This is an optimization exercise on Yosys and OpenROAD, whose aim is small area, a short achievable clock period and few clock cycles, not a production implementation. The RTL was checked by simulation tests, not by an equivalence proof against the original design.

==> flow/design.v, too long to show whole: its modules and the start of the top module <==
// module cmsr_mul: 1040 lines
// module cmsr_area: 3051 lines
// module cmsr_sum: 598 lines
// module contact_manifold_slot_replacer: 334 lines
module contact_manifold_slot_replacer #(
   parameter int COORD_BITS = cmsr_pkg::COORD_BITS_DEF
) (
   input  logic clock,
   input  logic reset,
   input  logic req_tvalid,
   output logic req_tready,
   input  logic [((cmsr_pkg::DEPTH_BITS + 3*COORD_BITS + 2 + 7) / 8) * 8 - 1:0] req_tdata,
   input  logic [cmsr_pkg::MODE_BITS-1:0] req_tuser,
   output logic rsp_tvalid,
   input  logic rsp_tready,
   output logic [cmsr_pkg::RSP_BITS-1:0] rsp_tdata
);
  // ...
==> flow/run.sh <==
#!/bin/bash
# synth_recipe.tcl (not shown) runs the flow's synth.tcl, then flattens the netlist and writes it again
# the make line also repeats each setting of config.mk as NAME=value (left out here)
make -C /OpenROAD-flow-scripts/flow DESIGN_CONFIG=/design/flow/config.mk WORK_HOME=/design/flow/orfs CLKGATE_MAP_FILE= SYNTH_SCRIPT=/design/flow/synth_recipe.tcl finish
==> flow/config.mk <==
export PLATFORM = sky130hd
export DESIGN_NAME = contact_manifold_slot_replacer
export DESIGN_NICKNAME = contact_manifold_slot_replacer
export VERILOG_FILES = /design/flow/design.v
export SDC_FILE = /design/flow/constraint.sdc
export NUM_CORES = 4
export LEC_CHECK = 0
export CAP_MARGIN = 20
export CORE_MARGIN = 2
export CORE_UTILIZATION = 55
export PLACE_DENSITY = 0.68
export SETUP_SLACK_MARGIN = 5
export SLEW_MARGIN = 20
==> flow/constraint.sdc <==
create_clock -name core_clock -period 12.0 [get_ports {clock}]
set_input_delay 2.4000 -clock core_clock [delete_from_list [all_inputs] [get_ports {clock}]]
set_output_delay 2.4000 -clock core_clock [all_outputs]
set_load 0.01 [all_outputs]
==> reports/metrics.csv, run 1 <==
metric;value;unit
met1_length;199000;um
synth_enable_flop_cells;351;
outcome;complete, no violations;
hold_path_depth;0;
relSlewSlack;0.150;
critPathSlowestCell;buf_4;
clk_latency;930;ps
antenna_cells;32;
routed_wirelength;557000;um
crit_type;reg2reg;
area_growth;6.78;%
cts_sinks;1589;
detail-route-antenna-nets;0;
synthArstFlopShare;0;
crit_fanout;46;
finalCritPeriodShare;0.453;
multiInputCombCellCount;12461;
cp.depth;17;
cts_hold_buffers;0;
use_met1;0.470;
synth_top_area_cell;fa_1;
cpPeakStageDelay;610;ps
maxSlewViolCount;0;
fin_tns_setup;0;ps
post_cts_buffers;0;
globalRouteMet3Util;0.110;
Testbench counts, summed over its fixed seeds: cycles 17,361.
==> run 2, diff against run 1 <==
--- a/flow/config.mk
+++ b/flow/config.mk
@@ -7,3 +7,3 @@
 export LEC_CHECK = 0
-export CAP_MARGIN = 20
+export CAP_MARGIN = 50
 export CORE_MARGIN = 2
@@ -12,2 +12,2 @@
 export SETUP_SLACK_MARGIN = 5
-export SLEW_MARGIN = 20
+export SLEW_MARGIN = 50
==> run 2 against run 1 <==
  * Worst setup slack better by 250 ps
  * Worst hold slack worse by 0.67 ps
  * Routed wire length is 0.13% higher
  * Register-to-register slack better by 250 ps
  * Final area is 0.87% higher
  * Synthesized area stayed put
  * Via count hardly changed
  * Cell count is 0.23% higher
  * First-iteration DRC count hardly changed
  * Critical endpoint unchanged
  * Highest routed layer unchanged
==> reports/metrics.csv, run 2 <==
metric;value;unit;change
setup_viol;0;;
die_w;543;um;
clk_latency;970;ps;+40 ps
crit_type;reg2reg;;
layout_commonest_cell;nand2_1;;
synthArstFlopShare;0;;unchanged
detail-route-antenna-nets;0;;unchanged
row_count;198;;
die-area;295000;sq um;
die_h;543;um;
yosysMostFrequentCell;nand2_1;;
avgSynthCellArea;9.46;sq um;
routabilityCongestion;0.937;;
ios;88;;
r2r_end;best_ff[21];;
cts_resized;0;;
worst-r2r-cell-count;18;;
clk_pin_slew;60;ps;
core_area;290000;sq um;
cts_hold_buffers;0;;unchanged
crit_path_frequent_cell;buf_4;;
post-route-min-period;5190;ps;
worstPathRequired;12750;ps;
worst-path-buf-inv;6;;
synth_cell_types;95;;
max_freq;0.193;GHz;
synth_enable_flop_cells;351;;unchanged
yosys_warnings;38;;
r2r-start;t0_ff[6];;
grt_pass1_wl;821000;um;
synth_top_cell_area_share;0.294;;
cts_sinks;1589;;unchanged
cts_htree_levels;4;;
worstHoldPathType;reg2reg;;
outcome;complete, no violations;;
synth_area_leaders;fa_1 (29%), dfxtp_1 (15%), xnor2_1 (8.7%), nand2_1 (6.9%), edfxtp_1 (6.6%);;
finalCritPeriodShare;0.433;;-0.0207
fin_tns_setup;0;ps;unchanged
critPathCaptureType;register;;
hold_ws;325;ps;
cts.path.max_buffers;4;;
cp_top_family;buffers and inverters;;
min_from;c_final;;
grt_use_total;0.378;;
cts_tree;built;;
ys_top_cells_by_count;nand2_1 (2,947), fa_1 (2,350), inv_1 (1,852), xnor2_1 (1,586), dfxtp_1 (1,238);;
crit_chain;inv_1, fa_1, inv_1, ha_1, nand4_1, a211oi_1, o2111ai_1, a21oi_1, nor2_1, o31ai_2, buf_4, a221oi_2, mux2_4, buf_4, buf_12, buf_4, mux2i_1, nor2_1;;
rsz0062_at_grt;false;;
worstMarginPinSlew;873;ps;
top_regs;h_ff (390), sp (192), x_ff (102);;
grt_pass1_vias;127932;;
antenna_found_initial;32;;
drt_iter0_drc;15423;;
syn_area;160000;sq um;
regMostFlops;h_ff;;
drive_gt1_frac;0.0543;;
avgViaCountPerCell;6.13;;
overflow;0;;
crit_fanout;46;;unchanged
fin_skew;107;ps;
grt_max_degree;60;;
drc;0;;
critPathArrivalTime;5940;ps;
numCtsBuffers;189;;
largest_register_ffs;390;;
wl_per_cell;27.1;um;
area_growth;7.71;%;
synth_top_area_cell;fa_1;;
yosys_register_bits;1589;;
post_cts_buffers;0;;unchanged
cts-root-buf;clkbuf_16;;
cpPeakStageDelay;540;ps;-70 ps
final_nets;19564;;
final-hold-violation-count;0;;
routed_wirelength;558000;um;+0.13%
final_cell_mix;nand2_1 (2,946), fa_1 (2,350), inv_1 (1,851);;
via_count;126084;;
port_buffers;81;;
drtPass1Iterations;9;;
maxSlewViolCount;0;;unchanged
min_to;h_final;;
worstSetupStartpointType;register;;
rrSetupSlack;6810;ps;
yosysSeqAreaShare;0.221;;
dpl.hpwl;363000;um;
initial_core_util;0.552;;
final_core_util;0.594;;
critPathSlowestCell;fa_1;;
maxCapViolations;0;;
relSlewSlack;0.418;;+0.268
syn_inst;16913;;
hold_path_depth;0;;unchanged
ys.flop_type;dfxtp_1;;
==> run 2: cells by family (layout without fill, tap and decap cells) <==
family	count (synthesis)	after routing	synth area share
AND/OR/NAND/NOR	4797	4797	0.133
adder cells (fa/ha/maj)	3524	3524	0.378
buffers and inverters	2864	2583	0.0674
AO/OA/AOI/OAI	2171	2171	0.0928
XOR/XNOR	1925	1925	0.105
flip-flops	1589	1589	0.221
multiplexers	42	42	0.00280
other	1	27	0.0000234
==> run 2: worst max-delay path by stage <==
stage	start	to	slack, ps	depth (start not counted)
2_1_floorplan	t0_ff[22]	sp[7][0]	6300	16
3_3_place_gp	t0_ff[6]	best_ff[4]	6710	17
3_5_place_dp	t0_ff[6]	best_ff[48]	6850	18
4_1_cts	t0_ff[6]	best_ff[10]	6780	18
5_1_grt	t0_ff[6]	best_ff[20]	6460	19
6_report	t0_ff[6]	best_ff[21]	6810	18
==> run 2: cell type report <==
class	count	area (sq um)
Tap cell	3900	4880
Fill cell	24386	118000
Inverter	1854	6960
Clock inverter	92	1060
Sequential cell	1589	35600
Clock buffer	251	5300
Antenna cell	25	62.6
Multi-Input combinational cell	12461	114000
Timing Repair Buffer	386	4240
==> run 2: layer usage <==
layer,vias up,global-route usage,part of all wire,routed length [um]
met5,-,0,0.00023,128
met2,8991,0.577,0.43,241000
li1,53078,-,-,-
met4,18,0.229,0.076,42200
met3,2583,0.114,0.14,76300
met1,61414,0.472,0.36,198000
==> run 2: per-stage QoR <==
stage	cell area (sq um)	setup slack (ps)	std cells
global placement	164000	6710	20127
finish	172000	6810	20558
detailed placement	166000	6850	20183
global route	172000	6460	20536
floorplan	160000	6300	16914
CTS	172000	6780	20526
==> run 2: worst register-to-register path, stage by stage (launching register included) <==
cell and delay, ps:
dfxtp_1 330, inv_1 60, fa_1 540, inv_1 40, ha_1 290, nand4_1 100, a211oi_1 360, o2111ai_1 180
a21oi_1 370, nor2_1 150, o31ai_2 260, buf_4 280, a221oi_2 120, mux2_4 420, buf_4 350, buf_12 260
buf_4 590, mux2i_1 290, nor2_1 50
==> module contact_manifold_slot_replacer, before the edit <==
module contact_manifold_slot_replacer #(
   parameter int COORD_BITS = cmsr_pkg::COORD_BITS_DEF
) (
   input  logic clock,
   input  logic reset,
   input  logic req_tvalid,
   output logic req_tready,
   input  logic [((cmsr_pkg::DEPTH_BITS + 3*COORD_BITS + 2 + 7) / 8) * 8 - 1:0] req_tdata,
   input  logic [cmsr_pkg::MODE_BITS-1:0] req_tuser,
   output logic rsp_tvalid,
   input  logic rsp_tready,
   output logic [cmsr_pkg::RSP_BITS-1:0] rsp_tdata
);
   localparam int CW   = COORD_BITS;
   localparam int DW   = CW + 1;             
   localparam int XW   = 2 * DW + 1;         
   localparam int QW   = 2 * XW - 4;         
   localparam int TW   = QW + 2;             
   localparam int HW   = TW + 1;             
   localparam int X_LO = DEPTH_BITS;
   localparam int Y_LO = DEPTH_BITS + CW;
   localparam int Z_LO = DEPTH_BITS + 2 * CW;
   localparam int R_LO = DEPTH_BITS + 3 * CW;
   logic signed [DEPTH_BITS-1:0] sd [SLOTS];
   logic signed [CW-1:0]         sp [SLOTS][3];
   logic [COUNT_BITS-1:0]        count_ff;
   logic                         x_valid, x_fullr, x_computed;
   logic [MODE_BITS-1:0]         x_mode;
   logic signed [DEPTH_BITS-1:0] x_depth;
   logic signed [CW-1:0]         x_pt [3];
   logic [SLOT_BITS-1:0]         x_rslot, x_pick;
   logic                         r_valid;
   logic [SLOT_BITS-1:0]         r_written;
   logic [1:0]                   f_cnt;
   logic [RSP_BITS-1:0]          f_data0, f_data1;
   logic                         prot_valid;
   logic [SLOT_BITS-1:0]         prot_slot;
   logic                         sq_go, sq_first;
   logic [SLOT_BITS-1:0]         sq_s;
   logic [1:0]                   sq_t;
   logic [SLOTS-1:0]             sel_i, sel_j, sel_k;
   logic                         uv_valid, uv_last;
   logic [SLOT_BITS-1:0]         uv_s;
   logic signed [DW-1:0]         u [3];
   logic signed [DW-1:0]         v [3];
   logic                         k_valid, k_final;
   logic [SLOT_BITS-1:0]         k_s;
   logic [XW-1:0]                k0_ff [3];
   logic [XW-1:0]                k1_ff [3];
   logic [XW-1:0]                k2_ff [3];
   logic [XW-1:0]                k3_ff [3];
   logic                         c_valid, c_final;
   logic [SLOT_BITS-1:0]         c_s;
   logic [XW-2:0]                x_ff [3];      
   logic                         h_valid, h_final;
   logic [SLOT_BITS-1:0]         h_s;
   logic [HW-1:0]                h_ff [6];      
   logic                         g_valid, g_final;
   logic [SLOT_BITS-1:0]         g_s;
   logic [HW-1:0]                t0_ff, t1_ff;  
   logic [TW-1:0]                best_ff;
   logic [SLOT_BITS-1:0]         pick_ff;
   logic [SLOT_BITS-1:0]         deep;
   logic [SLOTS-1:0]             dgt [SLOTS];      
   logic [SLOTS-1:0]             is_deep;
   always_comb begin
      for (int a = 0; a < SLOTS; a++) begin
         for (int b = 0; b < SLOTS; b++) begin
            dgt[a][b] = (a != b) && (sd[a] > sd[b]);
         end
      end
      for (int n = 0; n < SLOTS; n++) begin
         is_deep[n] = (COUNT_BITS'(n) < count_ff);
         for (int m = 0; m < SLOTS; m++) begin
            if (m < n && !dgt[n][m]) is_deep[n] = 1'b0;
            if (m > n && COUNT_BITS'(m) < count_ff && dgt[m][n]) is_deep[n] = 1'b0;
         end
      end
      deep = '0;
      for (int n = SLOTS - 1; n >= 0; n--) begin
         if (is_deep[n]) deep = SLOT_BITS'(n);
      end
   end
   logic x_full, x_final, x_done, r_push, pop, r_free_safe, accept, x_fire, acc_full;
   logic [SLOT_BITS-1:0] wslot, last_slot;
   logic [COUNT_BITS-1:0] count_x, count_acc;
   logic t_better, rm_ok;
   assign x_full      = x_valid && x_fullr;
   assign x_final     = g_valid && g_final;
   assign x_done      = x_valid && (!x_full || x_final || x_computed);
   assign pop         = (f_cnt != 2'd0) && rsp_tready;
   assign r_push      = r_valid && ((f_cnt != 2'd2) || pop);
   assign r_free_safe = !r_valid || (f_cnt != 2'd2);
   assign x_fire      = x_done && r_free_safe;
   assign accept      = req_tvalid && ready_ff;
   assign req_tready  = ready_ff;
   logic       ready_ff, ready_n, xv_n, xf_n, xc_n, rv_n;
   logic [1:0] fc_n;
   always_comb begin
      xv_n    = accept || (x_valid && !x_fire);
      xf_n    = accept ? acc_full : x_fullr;
      xc_n    = x_valid && !x_fire && (x_computed || x_final);
      rv_n    = x_fire || (r_valid && !r_push);
      fc_n    = f_cnt + 2'(r_push) - 2'(pop);
      ready_n = !xv_n || ((!xf_n || (h_valid && h_final) || xc_n) && (!rv_n || fc_n != 2'd2));
   end
   assign last_slot   = SLOT_BITS'(count_ff - COUNT_BITS'(1));
   assign rm_ok       = (COUNT_BITS'(x_rslot) < count_ff);
   always_comb begin
      count_x = count_ff;
      case (x_mode)
         MODE_ADD:    if (!x_fullr) count_x = count_ff + COUNT_BITS'(1);
         MODE_REMOVE: if (rm_ok) count_x = count_ff - COUNT_BITS'(1);
         MODE_CLEAR:  count_x = '0;
         default: ;
      endcase
      count_acc = x_valid ? count_x : count_ff;
   end
   assign acc_full = accept && (req_tuser == MODE_ADD) && (count_acc == COUNT_BITS'(SLOTS));
   logic [HW-1:0] n_best, cs_s, cs_c, t_cmp;
   assign n_best   = ~{1'b0, best_ff};
   assign cs_s     = t0_ff ^ t1_ff ^ n_best;
   assign cs_c     = ((t0_ff & t1_ff) | (t0_ff & n_best) | (t1_ff & n_best)) << 1;
   assign t_cmp    = cs_s + cs_c;
   assign t_better = g_valid && !t_cmp[HW-1];
   assign wslot    = x_computed ? x_pick : (t_better ? g_s : pick_ff);
   logic [SLOTS-1:0] wen, wen2, g_oh, pick_oh, xpick_oh;
   logic             w_rm, wf_now, wf_late, wf_add, wf_rm;
   assign w_rm    = (x_mode == MODE_REMOVE);
   assign wf_now  = x_valid && x_fullr && !x_computed && g_valid && g_final && r_free_safe;
   assign wf_late = x_valid && x_fullr && x_computed && r_free_safe;
   assign wf_add  = x_valid && !x_fullr && (x_mode == MODE_ADD) && r_free_safe;
   assign wf_rm   = x_valid && w_rm && rm_ok && r_free_safe;
   always_comb begin
      for (int n = 0; n < SLOTS; n++) begin
         wen[n] = (wf_now && (t_better ? g_oh[n] : pick_oh[n])) ||
                  (wf_late && xpick_oh[n]) ||
                  (wf_add && count_ff == COUNT_BITS'(n)) ||
                  (wf_rm && x_rslot == SLOT_BITS'(n));
         wen2[n] = (wf_now && (t_better ? (g_s == SLOT_BITS'(n)) : (pick_ff == SLOT_BITS'(n)))) ||
                   (wf_late && x_pick == SLOT_BITS'(n)) ||
                   (wf_add && count_ff == COUNT_BITS'(n)) ||
                   (wf_rm && x_rslot == SLOT_BITS'(n));
      end
   end
   logic                 n_exists, n_go, prot0;
   logic [SLOT_BITS-1:0] n_s, s1;
   logic [1:0]           n_t;
   logic deeper_any;
   assign deeper_any = (sd[0] > x_depth) || (sd[1] > x_depth) || (sd[2] > x_depth) || (sd[3] > x_depth);
   assign prot0 = (deep == 2'd0) && (sd[0] > x_depth);
   always_comb begin
      n_exists = 1'b1;
      s1 = sq_s + 2'd1;
      if (sq_first) begin
         n_s = prot0 ? 2'd1 : 2'd0;
         n_t = prot0 ? 2'd0 : 2'd1;
      end else if (sq_t != 2'd2) begin
         n_s = sq_s;
         n_t = sq_t + 2'd1;
      end else if (prot_valid && s1 == prot_slot) begin
         n_exists = (sq_s < 2'd2);
         n_s = sq_s + 2'd2;
         n_t = '0;
      end else begin
         n_exists = (sq_s != 2'd3);
         n_s = s1;
         n_t = '0;
      end
   end
   function automatic logic [3*SLOTS-1:0] term_sel(input logic [SLOT_BITS-1:0] s, input logic [1:0] t);
      logic [SLOT_BITS-1:0] o0, o1, o2, ti, tj, tk;
      logic [SLOTS-1:0]     hi, hj, hk;
      o0 = (s == 2'd0) ? 2'd1 : 2'd0;
      o1 = (s <= 2'd1) ? 2'd2 : 2'd1;
      o2 = (s <= 2'd2) ? 2'd3 : 2'd2;
      case (t)
         2'd0:    begin ti = o0; tj = o1; tk = o2; end
         2'd1:    begin ti = o1; tj = o0; tk = o2; end
         default: begin ti = o2; tj = o0; tk = o1; end
      endcase
      hi = 4'b0001 << ti;
      hj = 4'b0001 << tj;
      hk = 4'b0001 << tk;
      term_sel = {hi, hj, hk};
   endfunction
   logic [3*SLOTS-1:0] n_sel;
   assign n_sel = sq_go ? term_sel(n_s, n_t) : term_sel(2'd0, 2'd0);
   logic signed [CW-1:0] pi [3];
   logic signed [CW-1:0] pj [3];
   logic signed [CW-1:0] pk [3];
   always_comb begin
      for (int k = 0; k < 3; k++) begin
         pi[k] = '0;
         pj[k] = '0;
         pk[k] = '0;
         for (int n = 0; n < SLOTS; n++) begin
            pi[k] = pi[k] | (sp[n][k] & {CW{sel_i[n]}});
            pj[k] = pj[k] | (sp[n][k] & {CW{sel_j[n]}});
            pk[k] = pk[k] | (sp[n][k] & {CW{sel_k[n]}});
         end
      end
   end
   logic [XW-1:0] xc0 [3];
   logic [XW-1:0] xc1 [3];
   logic [XW-1:0] xc2 [3];
   logic [XW-1:0] xc3 [3];
   logic [HW-1:0] sq [6];
   logic [HW-1:0] t_sum0, t_sum1;
   logic [HW-1:0] t_fin;
   logic [XW-1:0] xsum [3];
   assign t_fin = t0_ff + t1_ff;
   always_comb begin
      for (int k = 0; k < 3; k++) xsum[k] = k0_ff[k] + k1_ff[k] + k2_ff[k] + k3_ff[k];
   end
   for (genvar k = 0; k < 3; k++) begin : g_comp
      cmsr_mul u_mul (
         .a (u[(k+1)%3]), .b (v[(k+2)%3]), .c (u[(k+2)%3]), .d (v[(k+1)%3]),
         .y0 (xc0[k]), .y1 (xc1[k]), .y2 (xc2[k]), .y3 (xc3[k])
      );
   end
   cmsr_sum u_sum (
      .r0 (h_ff[0]), .r1 (h_ff[1]), .r2 (h_ff[2]), .r3 (h_ff[3]), .r4 (h_ff[4]), .r5 (h_ff[5]),
      .t0 (t_sum0), .t1 (t_sum1)
   );
   cmsr_area u_sq (
      .x0 (x_ff[0]), .x1 (x_ff[1]), .x2 (x_ff[2]),
      .q0 (sq[0]), .q1 (sq[1]), .q2 (sq[2]), .q3 (sq[3]), .q4 (sq[4]), .q5 (sq[5])
   );
   always_ff @(posedge clock) begin
      sq_s <= sq_go ? n_s : 2'd0;
      sq_t <= sq_go ? n_t : 2'd0;
      {sel_i, sel_j, sel_k} <= n_sel;
      sq_first <= acc_full;
      if (sq_first) begin
         best_ff    <= '0;
         pick_ff    <= '0;
         pick_oh    <= 4'b0001;
         prot_valid <= deeper_any;
         prot_slot  <= deep;
      end else if (t_better) begin
         best_ff <= t_fin[TW-1:0];
         pick_ff <= g_s;
         pick_oh <= g_oh;
      end
      uv_s    <= sq_s;
      uv_last <= !n_exists;
      for (int k = 0; k < 3; k++) begin
         u[k] <= DW'(x_pt[k]) - DW'(pi[k]);
         v[k] <= DW'(pj[k]) - DW'(pk[k]);
      end
      for (int k = 0; k < 3; k++) begin
         k0_ff[k] <= xc0[k];
         k1_ff[k] <= xc1[k];
         k2_ff[k] <= xc2[k];
         k3_ff[k] <= xc3[k];
         x_ff[k]  <= xsum[k][XW-2:0];
      end
      k_final <= uv_last;
      k_s     <= uv_s;
      c_final <= k_final;
      c_s     <= k_s;
      h_final <= c_final;
      h_s     <= c_s;
      for (int r = 0; r < 6; r++) h_ff[r] <= sq[r];
      t0_ff   <= t_sum0;
      t1_ff   <= t_sum1;
      g_final <= h_final;
      g_s     <= h_s;
      g_oh    <= 4'b0001 << h_s;
      if (x_final) begin
         x_pick   <= wslot;
         xpick_oh <= 4'b0001 << wslot;
      end
      if (accept) begin
         x_mode  <= req_tuser;
         x_fullr <= acc_full;
         x_depth <= req_tdata[DEPTH_BITS-1:0];
         x_pt[0] <= req_tdata[X_LO +: CW];
         x_pt[1] <= req_tdata[Y_LO +: CW];
         x_pt[2] <= req_tdata[Z_LO +: CW];
         x_rslot <= req_tdata[R_LO +: SLOT_BITS];
      end
      for (int n = 0; n < SLOTS; n++) begin
         if (wen[n]) begin
            sd[n]    <= w_rm ? sd[last_slot] : x_depth;
            sp[n][0] <= w_rm ? sp[last_slot][0] : x_pt[0];
         end
         if (wen2[n]) begin
            sp[n][1] <= w_rm ? sp[last_slot][1] : x_pt[1];
            sp[n][2] <= w_rm ? sp[last_slot][2] : x_pt[2];
         end
      end
      if (x_fire) begin
         if (x_mode != MODE_ADD) r_written <= '0;
         else if (x_fullr)       r_written <= wslot;
         else                    r_written <= SLOT_BITS'(count_ff);
      end
      if (r_push) begin
         if (f_cnt == 2'd0 || (f_cnt == 2'd1 && pop)) f_data0 <= {(count_ff == '0), deep, count_ff, r_written};
         else                                        f_data1 <= {(count_ff == '0), deep, count_ff, r_written};
      end
      if (pop && f_cnt == 2'd2) f_data0 <= f_data1;
      if (reset) begin
         count_ff   <= '0;
         ready_ff   <= 1'b1;
         x_valid    <= 1'b0;
         x_computed <= 1'b0;
         r_valid    <= 1'b0;
         f_cnt      <= '0;
         sq_go      <= 1'b0;
         uv_valid   <= 1'b0;
         k_valid    <= 1'b0;
         c_valid    <= 1'b0;
         h_valid    <= 1'b0;
         g_valid    <= 1'b0;
      end else begin
         if (x_fire) count_ff <= count_x;
         ready_ff   <= ready_n;
         x_valid    <= accept || (x_valid && !x_fire);
         x_computed <= x_valid && !x_fire && (x_computed || x_final);
         r_valid    <= x_fire || (r_valid && !r_push);
         f_cnt      <= f_cnt + 2'(r_push) - 2'(pop);
         sq_go      <= acc_full || (sq_go && n_exists);
         uv_valid   <= sq_go;
         k_valid    <= uv_valid && !(prot_valid && uv_s == prot_slot);
         c_valid    <= k_valid;
         h_valid    <= c_valid;
         g_valid    <= h_valid;
      end
   end
   assign rsp_tvalid = (f_cnt != 2'd0);
   assign rsp_tdata  = f_data0;
endmodule
==> run 3, diff against run 2 <==
--- a/flow/design.v
+++ b/flow/design.v
@@ -4763,2 +4763,3 @@
    logic [TW-1:0]                best_ff;
+   logic                         bz_ff;         
    logic [SLOT_BITS-1:0]         pick_ff;
@@ -4822,3 +4823,3 @@
    logic [HW-1:0] n_best, cs_s, cs_c, t_cmp;
-   assign n_best   = ~{1'b0, best_ff};
+   assign n_best   = ~({1'b0, best_ff} & {HW{!bz_ff}});
    assign cs_s     = t0_ff ^ t1_ff ^ n_best;
@@ -4937,3 +4938,3 @@
       if (sq_first) begin
-         best_ff    <= '0;
+         bz_ff      <= 1'b1;
          pick_ff    <= '0;
@@ -4943,2 +4944,3 @@
       end else if (t_better) begin
+         bz_ff   <= 1'b0;
          best_ff <= t_fin[TW-1:0];
--- a/flow/config.mk
+++ b/flow/config.mk
@@ -7,3 +7,3 @@
 export LEC_CHECK = 0
-export CAP_MARGIN = 50
+export CAP_MARGIN = 20
 export CORE_MARGIN = 2
@@ -12,2 +12,2 @@
 export SETUP_SLACK_MARGIN = 5
-export SLEW_MARGIN = 50
+export SLEW_MARGIN = 20
==> run 3 against run 2 <==
  * Sequential cell count grew 1
  * Synthesized cell count shrank 0.67%
  * Synthesized area is essentially flat
  * Non-clock buffer count shrank 48
  * Critical path type unchanged
  * Fmax shrank 19%
  * Sequential share of layout area grew 0.55 points
  * Cell count shrank 0.83%
  * Register-to-register slack lost 1200 ps
  * Worst setup slack lost 1200 ps
  * Global-route usage shrank 1.4 points
==> reports/metrics.csv, run 3 <==
metric;value;unit;change
finalCritPeriodShare;0.533;;+0.101
post-route-min-period;6400;ps;+1210 ps
grt_max_degree;83;;+38%
synth_area_leaders;fa_1 (29%), dfxtp_1 (15%), xnor2_1 (8.7%), edfxtp_1 (7.9%), nand2_1 (7.0%);;
die_h;543;um;about the same
worstPathRequired;12490;ps;-260 ps
grt_pass1_wl;796000;um;-3.1%
worstMarginPinSlew;1240;ps;+369 ps
max_freq;0.156;GHz;-19%
avgSynthCellArea;9.52;sq um;+0.60%
final_nets;19426;;-0.71%
final_cell_mix;nand2_1 (2,965), fa_1 (2,350), inv_1 (1,826);;
crit_chain;buf_4, inv_1, buf_4, nand2_1, fa_1, ha_1, a21o_1, a22o_1, a2111o_1, a221oi_2, nor2_1, o31ai_2, mux2i_2, buf_4, nor2b_4, buf_4;;
yosys_register_bits;1590;;+0.063%
yosysMostFrequentCell;nand2_1;;
top_regs;h_ff (390), sp (192), x_ff (102);;
via_count;124180;;-1.5%
cts-root-buf;clkbuf_16;;
hold_path_depth;0;;unchanged
cts_resized;0;;unchanged
synth_cell_types;86;;-9.5%
routabilityCongestion;0.946;;+0.98%
post_cts_buffers;0;;unchanged
rrSetupSlack;5600;ps;-1210 ps
clk_pin_slew;60;ps;about the same
maxCapViolations;0;;unchanged
crit_fanout;55;;+20%
synth_enable_flop_cells;419;;+19%
syn_area;160000;sq um;about the same
worstSetupStartpointType;register;;
regMostFlops;h_ff;;
syn_inst;16800;;-0.67%
worstHoldPathType;reg2reg;;
grt_use_total;0.364;;-0.0139
layout_commonest_cell;nand2_1;;
synth_top_area_cell;fa_1;;
crit_path_frequent_cell;buf_4;;
yosys_warnings;38;;unchanged
hold_ws;323;ps;-1.71 ps
cpPeakStageDelay;660;ps;+120 ps
fin_skew;65.7;ps;-41.6 ps
ys.flop_type;dfxtp_1;;
wl_per_cell;26.3;um;-3.2%
drtPass1Iterations;7;;-2
overflow;0;;unchanged
antenna_found_initial;29;;-9.4%
fin_tns_setup;0;ps;unchanged
yosysSeqAreaShare;0.225;;+0.00455
cts_sinks;1590;;+0.063%
dpl.hpwl;342000;um;-6.0%
place_ws;5540;ps;-1310 ps
relSlewSlack;0.166;;-0.252
critPathSlowestCell;buf_4;;
final-hold-violation-count;0;;unchanged
synth_top_cell_area_share;0.294;;about the same
initial_core_util;0.554;;+0.00238
maxSlewViolCount;0;;unchanged
cts_hold_buffers;0;;unchanged
critPathCaptureType;register;;
outcome;complete, no violations;;
cts.path.max_buffers;4;;unchanged
setup_viol;0;;unchanged
rsz0062_at_grt;false;;
r2r-start;bz_ff;;
ys_top_cells_by_count;nand2_1 (2,965), fa_1 (2,350), inv_1 (1,827), xnor2_1 (1,593), dfxtp_1 (1,171);;
row_count;197;;-0.51%
synthArstFlopShare;0;;unchanged
cts_tree;built;;
clk_latency;890;ps;-80 ps
numCtsBuffers;188;;-0.53%
die_w;543;um;about the same
min_from;c_s[0];;
core_area;289000;sq um;-0.50%
routed_wirelength;535000;um;-4.1%
avgViaCountPerCell;6.09;;-0.68%
largest_register_ffs;390;;unchanged
r2r_end;best_ff[26];;
grt_pass1_vias;127625;;-0.24%
worst-r2r-cell-count;16;;-2
detail-route-antenna-nets;0;;unchanged
critPathArrivalTime;6890;ps;+950 ps
cts_htree_levels;4;;unchanged
drive_gt1_frac;0.0473;;-0.00699
min_to;h_s[0];;
drc;0;;unchanged
fillers;24545;;+0.65%
die-area;295000;sq um;about the same
ios;88;;unchanged
crit_type;reg2reg;;
setup_slack;5600;ps;-1210 ps
area_growth;6.66;%;
drt_iter0_drc;15019;;-2.6%
port_buffers;81;;unchanged
## run 3: cell count changes after synthesis, sizes merged, moves of 19 or more
| cell | change |
|---|---|
| a21o | -77 |
| a22o | -19 |
| buf | -26 |
| dfxtp | -67 |
| edfxtp | +68 |
| inv | -27 |
| nand4 | -24 |
| nor2 | -83 |
| nor2b | +43 |
| nor3 | +19 |
| o22ai | +23 |
## run 3: worst max path at each step
stage | startpoint | end | cells after the start
detailed placement | bz_ff | best_ff[18] | 16
global placement | bz_ff | best_ff[20] | 16
global route | bz_ff | best_ff[25] | 16
CTS | bz_ff | best_ff[27] | 16
finish | bz_ff | best_ff[26] | 16
floorplan | bz_ff | sd[1][0] | 16
## run 3: cell type report
class	instances	area [sq um]	share of cell area
tap	3880	4850	0.0285
multi-input combinational	12397	113000	0.665
sequential	1590	36200	0.212
clock buffer	243	5280	0.0309
clock inverter	93	1080	0.00636
antenna	18	45.0	0.000264
timing repair buffer	338	2750	0.0161
inverter	1828	6860	0.0402
## run 3: stage by stage
stage	instances	cell area [sq um]	util
2_1_floorplan	16801	160000	-
3_3_place_gp	20032	164000	0.569
3_5_place_dp	20032	164000	0.569
4_1_cts	20368	170000	0.591
5_1_grt	20371	171000	0.591
6_report	20387	171000	0.591
## run 3: critical path, delay by kind of cell, from the launching register on
kind	cells	cell delay (ps)
buf+inv	5	2040
mux	1	250
simple gates	3	850
fa+ha+maj	2	690
flops	1	310
compound gates	5	1670
## run 3: cells by family (layout without fill, tap and decap cells)
| kind of cell | after synthesis | in the layout | share of synthesized area |
|---|---|---|---|
| other | 1 | 20 | 0.0000235 |
| adder cells (fa/ha/maj) | 3530 | 3530 | 0.378 |
| flip-flops | 1590 | 1590 | 0.225 |
| buffers and inverters | 2814 | 2502 | 0.0661 |
| multiplexers | 20 | 20 | 0.00135 |
| AO/OA/AOI/OAI | 2132 | 2132 | 0.0895 |
| AND/OR/NAND/NOR | 4787 | 4787 | 0.134 |
| XOR/XNOR | 1926 | 1926 | 0.105 |
## run 3: per-layer routing
metal / share of wire / wire (um) / track usage / vias to the layer above
li1: - / - / - / 52734
met1: 0.37 / 197000 / 0.464 / 60633
met2: 0.43 / 229000 / 0.552 / 8423
met3: 0.13 / 71900 / 0.107 / 2370
met4: 0.071 / 37700 / 0.210 / 20
met5: 0.00027 / 146 / 0 / -
Testbench counts of run 3, summed over its fixed seeds: cycles 17,361.
==> run 4, diff against run 3 <==
--- a/flow/design.v
+++ b/flow/design.v
@@ -4762,4 +4762,5 @@
    logic [HW-1:0]                t0_ff, t1_ff;  
-   logic [TW-1:0]                best_ff;
-   logic                         bz_ff;         
+   logic [TW-1:0]                best_ff;       
+   logic [TW-1:0]                lt_ff;         
+   logic                         lb_ff;         
    logic [SLOT_BITS-1:0]         pick_ff;
@@ -4822,8 +4823,12 @@
    assign acc_full = accept && (req_tuser == MODE_ADD) && (count_acc == COUNT_BITS'(SLOTS));
-   logic [HW-1:0] n_best, cs_s, cs_c, t_cmp;
-   assign n_best   = ~({1'b0, best_ff} & {HW{!bz_ff}});
-   assign cs_s     = t0_ff ^ t1_ff ^ n_best;
-   assign cs_c     = ((t0_ff & t1_ff) | (t0_ff & n_best) | (t1_ff & n_best)) << 1;
-   assign t_cmp    = cs_s + cs_c;
-   assign t_better = g_valid && !t_cmp[HW-1];
+   logic [HW-1:0] n_best, n_last, cb_s, cb_c, cl_s, cl_c, cmp_b, cmp_l;
+   assign n_best   = ~{1'b0, best_ff};
+   assign n_last   = ~{1'b0, lt_ff};
+   assign cb_s     = t0_ff ^ t1_ff ^ n_best;
+   assign cb_c     = ((t0_ff & t1_ff) | (t0_ff & n_best) | (t1_ff & n_best)) << 1;
+   assign cl_s     = t0_ff ^ t1_ff ^ n_last;
+   assign cl_c     = ((t0_ff & t1_ff) | (t0_ff & n_last) | (t1_ff & n_last)) << 1;
+   assign cmp_b    = cb_s + cb_c;
+   assign cmp_l    = cl_s + cl_c;
+   assign t_better = g_valid && !(lb_ff ? cmp_l[HW-1] : cmp_b[HW-1]);
    assign wslot    = x_computed ? x_pick : (t_better ? g_s : pick_ff);
@@ -4915,2 +4920,3 @@
    assign t_fin = t0_ff + t1_ff;
+   always_ff @(posedge clock) lt_ff <= t_fin[TW-1:0];
    always_comb begin
@@ -4938,3 +4944,4 @@
       if (sq_first) begin
-         bz_ff      <= 1'b1;
+         best_ff    <= '0;
+         lb_ff      <= 1'b0;
          pick_ff    <= '0;
@@ -4943,7 +4950,9 @@
          prot_slot  <= deep;
-      end else if (t_better) begin
-         bz_ff   <= 1'b0;
-         best_ff <= t_fin[TW-1:0];
-         pick_ff <= g_s;
-         pick_oh <= g_oh;
+      end else begin
+         if (lb_ff) best_ff <= lt_ff;
+         lb_ff <= t_better;
+         if (t_better) begin
+            pick_ff <= g_s;
+            pick_oh <= g_oh;
+         end
       end
==> run 4 against run 3 <==
  * Critical endpoint is now sp[10][2]
  * Global-route usage is essentially flat
  * Synthesized area grew 3.0%
  * Worst setup slack improved by 270 ps
  * Core utilization grew 0.14 points
  * Critical path depth is 2 lower
  * Cell count up 3.2%
  * Critical path type unchanged
  * Largest cell class unchanged
  * Non-clock buffer count up 15
  * Still clean on timing, DRC and antenna
  * Highest routed layer unchanged
==> reports/metrics.csv, run 4 <==
metric;value;unit;change
fin_skew;94.8;ps;+29.1 ps
maxSlewViolCount;0;;unchanged
critPathArrivalTime;6680;ps;-210 ps
synth_cell_types;83;;-3.5%
regMostFlops;h_ff;;
drtPass1Iterations;11;;+4
critPathCaptureType;register;;
synthXorXnorAreaFrac;0.102;;-0.00321
post-route-min-period;6140;ps;-266 ps
cts_htree_levels;4;;unchanged
outcome;complete, no violations;;
yosys.area_share.simple;0.132;;-0.00234
avgViaCountPerCell;6.08;;-0.14%
syn_inst;17361;;+3.3%
drt_iter0_drc;15320;;+2.0%
post_cts_buffers;0;;unchanged
rsz0062_at_grt;false;;
cts-root-buf;clkbuf_16;;
cts_tree;built;;
yosys_warnings;38;;unchanged
setup_viol;0;;unchanged
die_w;551;um;+1.5%
hold_ws;324;ps;+0.528 ps
relSlewSlack;0.129;;-0.0370
fillers;25234;;+2.8%
synth_top_cell_area_share;0.293;;-0.000870
area_growth;6.98;%;
place_ws;5770;ps;+225 ps
grt_max_degree;72;;-13%
syn_area;165000;sq um;+3.0%
cts_sinks;1658;;+4.3%
cpPeakStageDelay;630;ps;-30 ps
final_cell_mix;nand2_1 (2,946), fa_1 (2,414), inv_1 (1,961);;
wl_per_cell;26.3;um;+0.21%
finalCritPeriodShare;0.511;;-0.0222
synth_fa_ha_area_frac;0.381;;+0.00251
final-hold-violation-count;0;;unchanged
grt_pass1_vias;130912;;+2.6%
top_regs;h_ff (390), sp (192), x_ff (102);;
antenna_found_initial;23;;-21%
dpl.hpwl;361000;um;+5.8%
core_area;298000;sq um;+3.1%
yosysSeqAreaShare;0.223;;-0.00249
ios;88;;unchanged
crit_type;reg2reg;;
layout_commonest_cell;nand2_1;;
setup_slack;5860;ps;+266 ps
critPathSlowestCell;or4_1;;
clk_latency;940;ps;+50 ps
yosysMostFrequentCell;nand2_1;;
worst-path-buf-inv;3;;-2
overflow;0;;unchanged
synth_area_leaders;fa_1 (29%), dfxtp_1 (16%), xnor2_1 (8.4%), nand2_1 (6.7%), edfxtp_1 (6.4%);;
yosys_register_bits;1658;;+4.3%
worstHoldPathType;reg2reg;;
crit_path_frequent_cell;inv_1;;
synth_enable_flop_cells;351;;-16%
die_h;551;um;+1.5%
worstMarginPinSlew;1300;ps;+62.9 ps
synth-compound-area-share;0.0902;;+0.000666
crit_fanout;32;;-42%
synthArstFlopShare;0;;unchanged
crit_chain;inv_1, fa_1, inv_1, ha_1, nand4_1, or4_1, nor4_1, a211oi_1, or3_4, a311oi_2, and3b_1, nor2_2, o311ai_2, buf_4;;
die-area;304000;sq um;+3.0%
routabilityCongestion;0.939;;-0.68%
synth_top_family_by_area;adder cells;;
largest_register_ffs;390;;unchanged
via_count;128023;;+3.1%
final_nets;20144;;+3.7%
initial_core_util;0.554;;about the same
drc;0;;unchanged
grt_pass1_wl;821000;um;+3.1%
clk_pin_slew;60;ps;about the same
numCtsBuffers;196;;+4.3%
row_count;200;;+1.5%
detail-route-antenna-nets;0;;unchanged
avgSynthCellArea;9.49;sq um;-0.30%
cp_top_family;simple AND/OR/NAND/NOR gates;;
maxCapViolations;0;;unchanged
cts_resized;0;;unchanged
max_freq;0.163;GHz;+4.3%
port_buffers;81;;unchanged
ys_top_cells_by_count;nand2_1 (2,947), fa_1 (2,414), inv_1 (1,962), xnor2_1 (1,585), dfxtp_1 (1,307);;
cts.path.max_buffers;4;;unchanged
worstSetupStartpointType;register;;
routed_wirelength;554000;um;+3.5%
muxShareOfSynthArea;0.00503;;+0.00367
ys.flop_type;dfxtp_1;;
synth_top_area_cell;fa_1;;
drive_gt1_frac;0.0499;;+0.00260
cts_hold_buffers;0;;unchanged
fin_tns_setup;0;ps;unchanged
worstPathRequired;12540;ps;+50 ps
grt_use_total;0.364;;+0.000382
## run 4: cell count changes after synthesis, sizes merged, moves of 63 or more
| cell | change |
|---|---|
| dfxtp | +136 |
| mux2i | +63 |
| ha | +69 |
| inv | +138 |
| fa | +64 |
| nor2 | +100 |
| edfxtp | -68 |
## run 4: metal layers
metal	share of wire	global-route usage	wire, um
met1	0.36	0.454	200000
met2	0.43	0.564	240000
met3	0.13	0.105	73400
met4	0.072	0.215	40100
met5	0.00037	0.00266	206
## run 4: worst paths after layout
kind                  start         to  slack (ps)  depth (start not counted)
setup / recovery  t0_ff[35]  sp[10][2]        5860                         14
hold / removal       c_s[1]     h_s[1]         320                          0
setup reg to reg  t0_ff[35]  sp[10][2]        5860                         14
hold reg to reg      c_s[1]     h_s[1]         320                          0
## run 4: cell type report
cell class	instances	area, sq um	share of cell area
clock inverter	113	1600	0.00909
clock buffer	249	5410	0.0307
tap	3939	4930	0.0280
antenna	17	42.5	0.000241
inverter	1965	7380	0.0419
sequential	1658	36900	0.210
multi-input combinational	12754	117000	0.664
timing repair buffer	353	2860	0.0162
## run 4: logic make-up (layout without fill, tap and decap cells)
group	count (synthesis)	count (layout)
AOI/OAI and AO/OA	2214	2214
xor gates and xnor gates	1924	1924
adders and majority gates	3673	3673
buffers and inverters	2950	2680
DFF	1658	1658
muxes	82	82
other	1	19
and+or+nand+nor	4859	4859
## run 4: stage by stage
| stage | instance area (sq um) | util | cells |
|---|---|---|---|
| global placement | 169000 | 0.569 | 20668 |
| global route | 176000 | 0.592 | 21033 |
| floorplan | 165000 | - | 17362 |
| finish | 176000 | 0.592 | 21048 |
| detailed placement | 169000 | 0.569 | 20668 |
| CTS | 176000 | 0.592 | 21030 |
Testbench counts of run 4, summed over its fixed seeds: cycles 17,361.

## port drivers added, routing unchanged
The results above use ideal ports. As a check the final layouts listed here were re-extracted and re-timed, cells and wires unchanged. Step 1 sets driving cells, clkbuf_16 on the clock port and buf_2 on the other inputs (assumed; they add their load-dependent delay and slew). Step 2, shift: input delay + t, output delay - t, t = (earliest + latest rising clock arrival at the registers) / 2. This alone moves slack from input paths to output paths. a / b / c = ideal ports / drivers / drivers and shift; a / b = the first two.
run	t (ns)	setup slack, ns	worst register clock-pin slew, ns	worst slew at a driven data input, ns	pins driven straight from the clock port
run 1	0.994	6.560 / 6.560 / 6.560	0.07 / 0.07	0.12	1
run 2	1.006	6.808 / 6.808 / 6.808	0.07 / 0.07	0.12	1
run 3	0.964	5.598 / 5.598 / 5.598	0.08 / 0.08	0.15	1
run 4	0.994	5.865 / 5.865 / 5.865	0.07 / 0.07	0.08	1
After both steps setup and hold are still met in every run listed.
